Source: an optimization exercise on an open RTL-to-GDS flow (aim: small area and a short achievable clock period). Production flows keep margins and buffers that such runs may drop. Where RTL was checked, it was by simulation tests only, not by an equivalence proof against the original. The clock port is modelled as an ideal driver, which makes a skipped or thinned clock tree look cheaper than it is; a real chip needs a root buffer or a tree.

==> flow/design.v <==
package accel_pkg;
    localparam int cfg_w = 10;
    localparam int pe_count = 4;
    localparam int window_cols = pe_count + 2;
    localparam int ifmap_buf_depth = 192;
    localparam int filter_buf_depth = 128;
    localparam int ifmap_buf_aw = $clog2(ifmap_buf_depth);
    localparam int filter_buf_aw = $clog2(filter_buf_depth);
    localparam int result_count = 16;
    localparam int result_sel_w = $clog2(result_count);
    localparam int max_ci = ifmap_buf_depth / window_cols;
endpackage
`timescale 1ns/10ps
module accel_controller #(
    parameter int SRAM_ADDR_W = 17
) (
    input  logic                                  clk,
    input  logic                                  rst,
    input  logic                                  start,
    input  logic [accel_pkg::cfg_w-1:0]           confi,
    output logic [SRAM_ADDR_W-1:0]                ifmap_sram_addr,
    output logic [SRAM_ADDR_W-1:0]                filter_sram_addr,
    output logic                                  ifmap_sram_ren,
    output logic                                  filter_sram_ren,
    output logic [accel_pkg::ifmap_buf_aw-1:0]    ifmap_buffer_waddr,
    output logic                                  ifmap_buffer_wen,
    output logic [accel_pkg::filter_buf_aw-1:0]   filter_buffer_waddr,
    output logic                                  filter_buffer_wen,
    output logic [accel_pkg::pe_count-1:0][accel_pkg::ifmap_buf_aw-1:0]  ifmap_raddr,
    output logic [accel_pkg::pe_count-1:0]                               ifmap_ren,
    output logic [accel_pkg::pe_count-1:0][accel_pkg::filter_buf_aw-1:0] filter_raddr,
    output logic [accel_pkg::pe_count-1:0]                               filter_ren,
    output logic [accel_pkg::result_sel_w-1:0]    result_sel,
    output logic                                  post_unit_wen
);
    logic [3:0] cs;          
    logic       r_i, r_f;    
    logic       w_i, w_f;    
    logic [3:0] pen;         
    logic       q;           
    logic       ts_r;        
    logic [7:0]  pc;         
    logic        nc0;        
    logic [9:0]  h_r;
    logic [11:0] wr;         
    logic [5:0]  ci_r;
    logic [6:0]  e_r;        
    logic [7:0]  cc;         
    logic [9:0]  rr;         
    logic [7:0]  gg;         
    logic        cl_r, rl_r;
    logic        ds_r;       
    logic [16:0] hw5;        
    logic [16:0] tb;         
    logic [16:0] a_r;        
    logic [2:0]  ik;
    logic        k5;
    logic        fl_r, tbs_r, tbc_r;    
    logic [4:0]  ich;
    logic [14:0] g_r;        
    logic [14:0] f_r;        
    logic        fe_r;
    logic [5:0]  y0h, y1h, y2h, y3h;
    logic [3:0]  x1h, x2h, x3h;
    logic [9:0] w_r;
    logic busy, accept, ds, pc_clr, iend;
    logic [4:0] cim1;
    assign w_r = wr[9:0];
    assign busy = r_i | w_i | (|pen) | q;
    assign accept = start && (cs == 4'd0) && !busy;
    assign cim1 = 5'(ci_r - 6'd1);
    assign ds = pen[3] && !pen[2];
    assign pc_clr = (r_i ^ w_i) || ds_r;
    assign iend = k5 && (ich == 5'd0);
    always_ff @(posedge clk or posedge rst)
    begin
        if (rst)
        begin
            cs <= 4'd0;
            r_i <= 1'b0;
            r_f <= 1'b0;
            w_i <= 1'b0;
            w_f <= 1'b0;
            pen <= 4'd0;
            q <= 1'b0;
            ts_r <= 1'b0;
        end
        else
        begin
            if (cs == 4'd0)
                cs <= {3'd0, accept};
            else if (cs == 4'd8)
                cs <= 4'd0;
            else
                cs <= cs + 4'd1;
            ts_r <= (cs == 4'd3) || (q && (pc[3:0] == 4'd14) && (gg != 8'd0));
            if (ts_r)
                r_i <= 1'b1;
            else if (iend)
                r_i <= 1'b0;
            if (ts_r)
                r_f <= 1'b1;
            else if (fe_r)
                r_f <= 1'b0;
            w_i <= r_i;
            w_f <= r_f;
            if (w_i && !r_i)
                pen[0] <= 1'b1;
            else if (pc[4:0] == cim1)
                pen[0] <= 1'b0;
            pen[3:1] <= pen[2:0];
            if (ds)
                q <= 1'b1;
            else if (pc[3:0] == 4'd15)
                q <= 1'b0;
        end
    end
    logic [11:0] bd_r;       
    logic        bn_r;       
    logic        bf_r, be_r;   
    logic [11:0] bmag;
    logic        bo, bt;
    logic [16:0] badd;
    logic [17:0] bsum;
    logic [14:0] bacc;
    logic        x2, x1, x0;
    assign x2 = (cs == 4'd2) ? 1'b0 : wr[9];
    assign x1 = (cs == 4'd2) ? 1'b0 : wr[8];
    assign x0 = (cs == 4'd2) ? confi[9] : wr[7];
    assign bo = x1 ^ x0;
    assign bt = (x2 && !x1 && !x0) || (!x2 && x1 && x0);
    assign bmag = bo ? {2'd0, h_r} : (bt ? {1'd0, h_r, 1'b0} : 12'd0);
    assign badd = {{5{bn_r}}, bd_r};
    assign bacc = bf_r ? 15'd31 : hw5[14:0];
    assign bsum = {bacc, 1'b1, be_r, 1'b1} + {badd, bn_r};
    always_ff @(posedge clk)
    begin
        if (cs == 4'd1)
            h_r <= confi;
        if (cs == 4'd2)
            wr <= {2'b00, confi};
        else if (cs >= 4'd3 && cs <= 4'd8)
            wr <= {wr[9:0], wr[11:10]};
        bd_r <= x2 ? ~bmag : bmag;
        bf_r <= (cs == 4'd2);
        be_r <= (cs != 4'd6);
        bn_r <= x2;
        if (cs == 4'd3)
            ci_r <= confi[5:0];
        if (cs == 4'd4)
            e_r <= 7'(7'd1 - 7'(3 * ci_r));
        if (cs >= 4'd3 && cs <= 4'd8)
            hw5 <= bsum[17:1];
    end
    always_ff @(posedge clk)
    begin
        ds_r <= pen[2] && !pen[1];
        if (cs == 4'd3)
            cl_r <= (w_r[9:2] == {6'd0, ~w_r[1], w_r[1]});
        else if (cs < 4'd4 || cs > 4'd8)
            cl_r <= (cc == {6'd0, ~w_r[1], w_r[1]});
        rl_r <= (rr == 10'd1);
        if (cs == 4'd3 || (ds_r && cl_r))
            cc <= w_r[9:2];
        else if (ds_r)
            cc <= cc - 8'd1;
        if (cs == 4'd2 || (ds_r && cl_r && rl_r))
            rr <= h_r;
        else if (ds_r && cl_r)
            rr <= rr - 10'd1;
        if (cs == 4'd4)
            gg <= confi[9:2];
        else if (ds_r && cl_r && rl_r)
            gg <= gg - 8'd1;
        if (cs == 4'd1 || (tbc_r && cl_r && rl_r))
            tb <= 17'd0;
        else if (tbc_r)
            tb <= a_r;
    end
    logic [16:0] asum;
    logic [3:0]  astep;
    logic        k5_n;
    assign k5_n = !ts_r && !k5 && (ik == 3'd4);
    assign asum = a_r + {(k5 ? hw5[16:4] : 13'd0), astep};
    always_ff @(posedge clk)
    begin
        fl_r <= r_i && iend;
        tbs_r <= fl_r;
        tbc_r <= tbs_r;
        astep <= k5_n ? hw5[3:0] : (fl_r ? (cl_r ? 4'(4'd6 + {~w_r[1], w_r[0]}) : 4'd4) : 4'd1);
        a_r <= (ts_r || fl_r) ? tb : asum;
        ik <= (ts_r || k5) ? 3'd0 : ik + 3'd1;
        k5 <= k5_n;
        ich <= ts_r ? cim1 : ich - {4'd0, k5};
    end
    logic [14:0] fsum;
    logic        sd_n, fe_n;
    logic [7:0]  fa_r;       
    assign sd_n = r_f && w_i && (pc[1:0] == 2'd1);
    assign fe_n = sd_n && (pc[6:2] == cim1);
    assign fsum = f_r + {{8{fa_r[7]}}, fa_r[6:0]};
    always_ff @(posedge clk)
    begin
        fe_r <= fe_n;
        fa_r <= fe_n ? 8'd1 : (sd_n ? {1'b1, e_r} : {2'd0, ci_r});
        f_r <= ts_r ? g_r : fsum;
        if (cs == 4'd1)
            g_r <= 15'd0;
        else if (fe_r && cl_r && rl_r)
            g_r <= fsum;
    end
    always_ff @(posedge clk)
    begin
        pc <= pc_clr ? 8'd0 : pc + 8'd1;
        nc0 <= pc_clr ? 1'b1 : pc[0];
        y0h <= pc_clr ? 6'd0 : 6'(({y0h, pc[0]} + 7'd3) >> 1);
        y1h <= y0h;
        y2h <= y1h + {5'd0, nc0};
        y3h <= y2h;
        x1h <= pc[4:1];
        x2h <= x1h;
        x3h <= x2h;
    end
    assign ifmap_sram_ren = r_i;
    assign filter_sram_ren = r_f;
    assign ifmap_buffer_wen = w_i;
    assign filter_buffer_wen = w_f;
    assign ifmap_sram_addr = a_r;
    assign filter_sram_addr = {2'b00, f_r};
    assign ifmap_buffer_waddr = pc;
    assign filter_buffer_waddr = pc[6:0];
    assign result_sel = pc[3:0];
    assign post_unit_wen = q;
    assign ifmap_ren = pen;
    assign filter_ren = pen;
    assign filter_raddr[0] = {pc[4:0], 2'd0};
    assign filter_raddr[1] = {x1h, nc0, 2'd1};
    assign filter_raddr[2] = {x2h, pc[0], 2'd2};
    assign filter_raddr[3] = {x3h, nc0, 2'd3};
    assign ifmap_raddr[0] = {y0h, pc[0], 1'b0};
    assign ifmap_raddr[1] = {y1h, nc0, 1'b1};
    assign ifmap_raddr[2] = {y2h, nc0, 1'b0};
    assign ifmap_raddr[3] = {y3h, pc[0], 1'b1};
endmodule
clock: 7.5 ns
lec_check: 0
cap_margin: 20
core_margin: 2
core_utilization: 40
cts_buf_list: sky130_fd_sc_hd__clkbuf_16
cts_cluster_diameter: 120
cts_cluster_size: 24
setup_slack_margin: 4.8
slew_margin: 20
standard.sh (not shown) runs the stock make flow with config.mk's settings and CLKGATE_MAP_FILE= SYNTH_SCRIPT=/design/flow/synth_recipe.tcl, a recipe that flattens the netlist after the stock synthesis.
==> flow/flow/run.sh <==
#!/bin/bash
# Standard layout with two changes: the port buffers are buf_2 cells, and after CTS the
# clock tree's middle level and its dummy loads are taken out, so the root buffer at the
# clock port drives the leaf buffers directly.
set -euo pipefail
export BUFFER_PORTS_ARGS="-buffer_cell sky130_fd_sc_hd__buf_2"
bash standard.sh cts > standard_cts.log 2>&1
R=$PWD/orfs/results/sky130hd/accel_controller/base
cp $R/4_cts.odb $R/4_cts_orig.odb
CTS_ODB=$R/4_cts_orig.odb CTS_ODB_OUT=$R/4_cts.odb openroad -no_init -exit flow/clk_flatten.tcl > clk_flatten.log 2>&1
bash standard.sh finish > standard_finish.log 2>&1
==> flow/flow/clk_flatten.tcl <==
# Take the clock tree's middle level out: the root buffer at the clock port then drives the
# leaf buffers directly. Also drop the dummy loads CTS adds for balancing.
read_db $::env(CTS_ODB)
set block [ord::get_db_block]
set clk_net [$block findNet clk]
set root ""
foreach it [$clk_net getITerms] {
  if {[[$it getMTerm] getIoType] == "INPUT"} { set root [$it getInst] }
}
puts "root buffer: [$root getName] ([[$root getMaster] getName])"
set root_out [[$root findITerm X] getNet]
set removed 0
foreach it [$root_out getITerms] {
  set inst [$it getInst]
  if {$inst == $root} { continue }
  set master [[$inst getMaster] getName]
  if {![string match "*clkbuf*" $master]} { continue }
  set xo [$inst findITerm X]
  if {$xo == "NULL" || [$xo getNet] == "NULL"} { continue }
  set onet [$xo getNet]
  # only bypass buffers that drive buffers, not flops
  set loads {}
  set ok 1
  foreach lt [$onet getITerms] {
    if {[$lt getInst] == $inst} { continue }
    set lm [[$lt getInst] getMaster]
    if {![string match "*clkbuf*" [$lm getName]] && ![string match "clkload*" [[$lt getInst] getName]]} { set ok 0 }
    lappend loads $lt
  }
  if {!$ok} { continue }
  foreach lt $loads { $lt disconnect; $lt connect $root_out }
  $it disconnect
  $xo disconnect
  puts "bypassed [$inst getName] ($master), [llength $loads] loads moved"
  odb::dbInst_destroy $inst
  odb::dbNet_destroy $onet
  incr removed
}
# dummy loads: clock cells whose output drives nothing
foreach inst [$block getInsts] {
  if {[string match "clkload*" [$inst getName]]} {
    puts "removed dummy load [$inst getName] ([[$inst getMaster] getName])"
    foreach it [$inst getITerms] { if {[$it getNet] != "NULL"} { $it disconnect } }
    odb::dbInst_destroy $inst
  }
}
puts "bypassed $removed buffers"
write_db $::env(CTS_ODB_OUT)
Edit:
--- a/flow/design.v
+++ b/flow/design.v
@@ -45,5 +45,5 @@
     logic [11:0] wr;         
     logic [5:0]  ci_r;
-    logic [6:0]  e_r;        
+    logic [6:0]  e_c;        
     logic [7:0]  cc;         
     logic [9:0]  rr;         
@@ -58,5 +58,4 @@
     logic        fl_r, tbs_r, tbc_r;    
     logic [4:0]  ich;
-    logic [14:0] g_r;        
     logic [14:0] f_r;        
     logic        fe_r;
@@ -148,6 +147,4 @@
         if (cs == 4'd3)
             ci_r <= confi[5:0];
-        if (cs == 4'd4)
-            e_r <= 7'(7'd1 - 7'(3 * ci_r));
         if (cs >= 4'd3 && cs <= 4'd8)
             hw5 <= bsum[17:1];
@@ -195,18 +192,24 @@
     end
     logic [14:0] fsum;
-    logic        sd_n, fe_n;
+    logic        sd_n, fe_n, fph_n, gl;
     logic [7:0]  fa_r;       
+    assign e_c = 7'(7'd1 - 7'(3 * ci_r));
     assign sd_n = r_f && w_i && (pc[1:0] == 2'd1);
     assign fe_n = sd_n && (pc[6:2] == cim1);
+    assign fph_n = ts_r || (r_f && !fe_r);
+    assign gl = cl_r && rl_r;
     assign fsum = f_r + {{8{fa_r[7]}}, fa_r[6:0]};
     always_ff @(posedge clk)
     begin
         fe_r <= fe_n;
-        fa_r <= fe_n ? 8'd1 : (sd_n ? {1'b1, e_r} : {2'd0, ci_r});
-        f_r <= ts_r ? g_r : fsum;
-        if (cs == 4'd1)
-            g_r <= 15'd0;
-        else if (fe_r && cl_r && rl_r)
-            g_r <= fsum;
+        if (fe_n)
+            fa_r <= gl ? 8'd1 : {1'b1, e_c};
+        else if (fe_r)
+            fa_r <= gl ? 8'd0 : 8'(-{2'd0, ci_r});
+        else if (fph_n)
+            fa_r <= sd_n ? {1'b1, e_c} : {2'd0, ci_r};
+        else
+            fa_r <= 8'd0;
+        f_r <= (cs == 4'd1) ? 15'd0 : fsum;
     end
     always_ff @(posedge clk)
Outcome: The changed run finished with timing, DRC and antenna clean; routed wire length came out lower by a few percent; cell count is lower by a few percent; sequential share of layout area falls by 1.8 points; worst setup slack gets worse by 25 ps; register-to-register slack barely changes; final area shrinks by a few percent; synthesized area goes down by a few percent.
No functional check of the RTL was part of the second run of this note.

-- static timing again, ports no longer ideal --
How much do the figures lean on ideal ports? The routed layouts below were timed once more, with nothing changed but the port constraints.
Step 1 assumes that a clkbuf_16 drives the clock port and a buf_2 every other input.
Step 2 also shifts input and output timing later by t, the mid clock arrival at the registers, as if the neighbouring blocks saw the same clock.
Slacks: ideal / step 1 / step 2; pairs: ideal / step 1.
| run | t, ns | setup WS [ns] | worst data-port slew with drivers (ns) |
|---|---|---|---|
| the first run | 0.456 | 4.906 / 4.859 / 4.959 | 0.03 |
| the second run | 0.447 | 4.881 / 4.832 / 4.966 | 0.04 |
After both steps setup and hold are still met in every run listed.
